What follows belongs to an exercise in optimizing a design on an open flow for small area; a production flow would make more cautious choices.
Function was checked by simulation only, so behaviour that the tests miss may differ from the original.

## flow/design.v (module list and top-level ports; edited modules follow where they fit)
// module ask_sq_acc: 533 lines
// module ask_sq: 656 lines
// module ask_fa: 10 lines
// module ask_ha: 9 lines
// module ask_radd: 16 lines
// module ask_rcarry: 15 lines
// module ask_quality_top: 175 lines
module ask_quality_top #(
	parameter int LOG2_BLOCK = 4
) (
	input  logic                     sys_clk,
	input  logic                     rst_n,
	input  logic                     sym_clk_en,
	input  ask_pkg::dv_t             dec_var,
	output ask_pkg::slice_t          slice,
	output logic                     slice_valid,
	output ask_pkg::dv_t             ref_lvl,
	output ask_pkg::dv_t             err_mean,
	output logic [ask_pkg::SQ_W-1:0] err_var,
	output logic [ask_pkg::SQ_W-1:0] sig_pwr,
	output logic                     block_done
);
  // ...
==> flow/run.sh <==
#!/bin/bash
# synth_recipe.tcl (not shown) runs the flow's synth.tcl, then flattens the netlist and writes it again
# the make line also repeats each setting of config.mk as NAME=value (left out here)
make -C /OpenROAD-flow-scripts/flow DESIGN_CONFIG=/design/flow/config.mk WORK_HOME=/design/flow/orfs CLKGATE_MAP_FILE= SYNTH_SCRIPT=/design/flow/synth_recipe.tcl finish
==> flow/config.mk <==
export PLATFORM = sky130hd
export DESIGN_NAME = ask_quality_top
export DESIGN_NICKNAME = ask_quality_top
export VERILOG_FILES = /design/flow/design.v
export SDC_FILE = /design/flow/constraint.sdc
export NUM_CORES = 4
export LEC_CHECK = 0
export CAP_MARGIN = 20
export CORE_MARGIN = 2
export CORE_UTILIZATION = 40
export SLEW_MARGIN = 20
==> flow/constraint.sdc <==
create_clock -name core_clock -period 14.0 [get_ports {sys_clk}]
set_input_delay 2.8000 -clock core_clock [delete_from_list [all_inputs] [get_ports {sys_clk}]]
set_output_delay 2.8000 -clock core_clock [all_outputs]
set_load 0.01 [all_outputs]
==> notes.md, run 1 <==
- Outcome: finished clean
- Proportion of synthesized area in mux cells: 1.71%
- Critical path endpoint category: register
- Clock tree from TritonCTS: yes
- Number of buffers outside the clock class in the layout: 125
- Count of buffer and inverter cells on the critical path: 4
- Final-report max-slew violation count: 0
- Wire length of the first global-routing pass: 77400 um
- Type of origin of the critical path: register
- Share of the final layout cell area in multi-input gates: 60.1%
- Cell type with the largest total area after synthesis: fa_1
- Last element of the critical path: sq_acc[21]
- Overall overflow remaining after global route: 0
- # clk buffers: 21
- Met1 capacity usage during global routing: 27.4%
- CP startpoint: err_q[1]
- Arrival time at the worst endpoint: 13380 ps
- Cell area after placement: 21100 sq um
- Number of setup buffers added after CTS: 0
- Overall die width: 225 um
- Start-to-end type of the worst setup path: reg2reg
- Via count of the first global-routing pass: 14200
- Post-route antenna net violation count: 0
- Non-filler instance count after layout: 2628
- Final setup vio count: 0
- RR Endpoint: sq_acc[21]
- Top_reg_cell synth: dfrtp_1
- EDFF count, synth: 40
- Top Registers: err_acc: 22 flops, sq_acc: 22 flops, mag_sum: 21 flops
- Nets: 2461
- Hold Crit Endpoint: sig_q[8]
- Number of well taps: 622
- Most heavily used metal layer in global routing: met2
- Number of filler cells placed in the layout: 4658
- Buffer levels on the longest clock path: 2
- Routing usage on met3: 2.89%
- Synthesized cell area: 19600 sq um
- Share of synthesized cell area in full adder, half adder and majority cells: 43.1%
- Mapped Avg Cell Area: 10.1 sq um
- All-layer global routing usage: 19.7%
- Routed vias: 13100
- Fraction of area in registers: 20.9%
==> run 2, diff against run 1 <==
--- a/flow/config.mk
+++ b/flow/config.mk
@@ -9,3 +9,5 @@
 export CORE_MARGIN = 2
 export CORE_UTILIZATION = 40
 export SLEW_MARGIN = 20
+export SYNTH_HIERARCHICAL = 1
+export SYNTH_MINIMUM_KEEP_SIZE = 0
==> run 2 against run 1 <==
Non-clock buffer count up 12. Critical path type unchanged. Synthesized cell count down 17%. Largest cell class unchanged. Global-route usage down 0.83 points. Final cell count down 14%.
==> notes.md, run 2 <==
- Cell class contributing the biggest share of worst-path delay: adder cells
- Met2 track demand over resource in global routing: 31.0%
- Commonest cells after routing, fill and taps aside: fa_1, and2_1, nor2b_1, clkdlybuf4s50_1, dfrtp_1
- Vertical extent of the die: 224 um
- CP peak stage delay: 940 ps
- Routability cong.: 0.829
- Outcome: finished clean
- Number of cells produced by synthesis: 1620
- Slowest stage cell on the critical path: fa_1
- Pin count of the biggest net entering global routing: 60
- CP startpoint: done_q
- Highest net fanout along the worst path: 51
- Arrival time at the worst endpoint: 13550 ps (+170 ps)
- CP Data Required Time: 14350 ps
- Last element of the critical path: var_q[11]
- Number of buffers inserted by port buffering: 96
- # H-tree levels: 4
- Clock transition at the register clock pins on the worst setup and hold paths after CTS: 70 ps
- Yosys warning count: 7
- Routing usage on met3: 3.13% (+0.24 points)
- Commonest non-fill, non-tap cell in the layout: fa_1
- Wire length of the first global-routing pass: 73500 um (-4.9%)
- Nets: 2096 (-15%)
- Average vias per placed instance: 5.17
- Synthesized cell area: 19400 sq um (-0.91%)
- Effective utilization at floorplan: 40.6%
- Count of placed standard cells including taps: 2230
- Clock Sink Count: 185
- Final worst clock skew: 14.1 ps
- Total number of cells along the worst setup path: 34
- Rel. slew slack: 33.9%
- DRT iter0 DRCs: 717
- Count of standard-cell rows: 80
- Relative area change from synthesis to final layout: 9.12%
- Total Die Area: 50200 sq um
- Resize count post-CTS: 0
- Clock tree from TritonCTS: yes
- Overall die width: 224 um (-0.45%)
- Most heavily used metal layer in global routing: met2
- Achievable frequency: 0.0758 GHz
- Number of buffers inserted during clock tree synthesis: 17
- Routed length per placed instance: 19.9 um
- Total detailed-routing wirelength: 45000 um
- Buffer levels on the longest clock path: 2 (unchanged)
- Routed vias: 11700 (-11%)
- All-layer global routing usage: 18.9% (-0.83 points)
- Detailed placer's ending HPWL: 34300 um
- RSZ-0062 raised after global routing: no
- Final-report max-slew violation count: 0 (unchanged)
- Core region area: 47700 sq um
- Time the final worst path needs with I/O delays and setup: 13200 ps
- Number of optimization iterations in the first detailed-route pass: 5
- Least-Margin Pin Slew: 991 ps
- RR Endpoint: var_q[11]
- Top Registers: err_acc: 22 flops, sq_acc: 22 flops, mag_sum: 21 flops
- Ports placed on the boundary: 99
- Clock network latency to the later pin of the worst-skew pair: 460 ps
- Final setup vio count: 0 (unchanged)
- Total Negative Setup Slacks: 0 ps
- Number of setup buffers added after CTS: 0 (unchanged)
- Start-to-end type of the worst setup path: reg2reg
- DRC violation count after routing: 0
- Critical path endpoint category: register
- Post-route antenna net violation count: 0 (unchanged)
- Count of buffer and inverter cells on the critical path: 1 (-3)
- Final Hold Vio Count: 0
- Mapped Avg Cell Area: 12.0 sq um (+19%)
- Via count of the first global-routing pass: 13200 (-7.0%)
- Startpoint of the worst register-to-register path: done_q
- Crit path top cell by count: fa_1
- Class of the tightest hold or removal check: reg2reg
- Cts hold-fix bufs: 0
- Final period util: 94.3%
- Ratio of cells with drive above 1 in the final layout: 8.01%
- Type of origin of the critical path: register
- Max-cap check violation count: 0
- Non-filler instance count after layout: 2264 (-14%)
- Overall overflow remaining after global route: 0 (unchanged)
- Initial antenna violation count: 1
- Reg2reg setup slack: 800 ps
- Utilization of the core after routing: 44.3%
- Met1 capacity usage during global routing: 26.2% (-1.2 points)
- Buffer type at the clock tree root: clkbuf_16
- Cell depth of the worst flop-to-flop path: 34
run 2: cell type report:
class	instances	area, sq um
clock buffers	22	507
multi-input cells	1233	13800
inverters	60	225
well taps	615	769
diodes	2	5.00
flip-flops and latches	185	4520
clock inverters	10	77.6
fillers	4335	26600
repair buffers	137	1260
run 2: worst min path at each step:
| stage | from | to | slack (ps) | depth (start not counted) |
|---|---|---|---|---|
| 4_1_cts | err_acc[15] | mean_q[11] | 510 | 2 |
| 6_report | err_acc[6] | mean_q[2] | 500 | 2 |
| 2_1_floorplan | err_acc[4] | mean_q[0] | 440 | 2 |
| 3_5_place_dp | err_acc[15] | mean_q[11] | 470 | 2 |
| 3_3_place_gp | sig_q[12] | sig_q[12] | 490 | 1 |
| 5_1_grt | mag_avg[0] | mag_avg[0] | 530 | 1 |
run 2: per-stage QoR:
stage | hold slack (ps) | setup WS (ps) | cell area, sq um
floorplan | 442 | 1130 | 19400
global placement | 489 | 868 | 20600
detailed placement | 469 | 726 | 20600
CTS | 506 | 830 | 21200
global route | 535 | 274 | 21200
finish | 498 | 802 | 21200
run 2: worst min-delay path, stage by stage (launching register included):
cell and delay [ps]:
dfxtp_1 330, nand2_1 60, o21ai_0 70
run 2: metal layers:
metal | part of all wire (%) | vias up
met1 | 46 | 6222
li1 | - | 5172
met5 | 0 | -
met3 | 4.3 | 38
met4 | 1.5 | 0
met2 | 48 | 270

separate check: timing with driven ports:
How much do the figures lean on ideal ports? The routed layouts below were timed once more, with nothing changed but the port constraints. Step 1 (the two cells are an assumption about what drives the block):
set clk [get_ports {sys_clk}]
set_driving_cell -lib_cell sky130_fd_sc_hd__clkbuf_16 $clk
set_driving_cell -lib_cell sky130_fd_sc_hd__buf_2 [delete_from_list [all_inputs] $clk]
Step 2, shift: input delay + t, output delay - t, t = (earliest + latest rising clock arrival at the registers) / 2. This alone moves slack from input paths to output paths. Slacks: no drivers / after step 1 / after step 2; pairs: no drivers / after step 1.
| run | t, ns | setup WS [ns] | latest minus earliest clock arrival (ns) |
|---|---|---|---|
| run 1 | 0.506 | 1.004 / 1.004 / 1.004 | 0.015 / 0.015 |
| run 2 | 0.504 | 0.802 / 0.802 / 0.626 | 0.014 / 0.015 |
After both steps setup and hold are still met in every run listed. For run 2, which loses most, drivers alone change the setup slack by 0.000 ns; drivers and shift together by -0.176 ns.
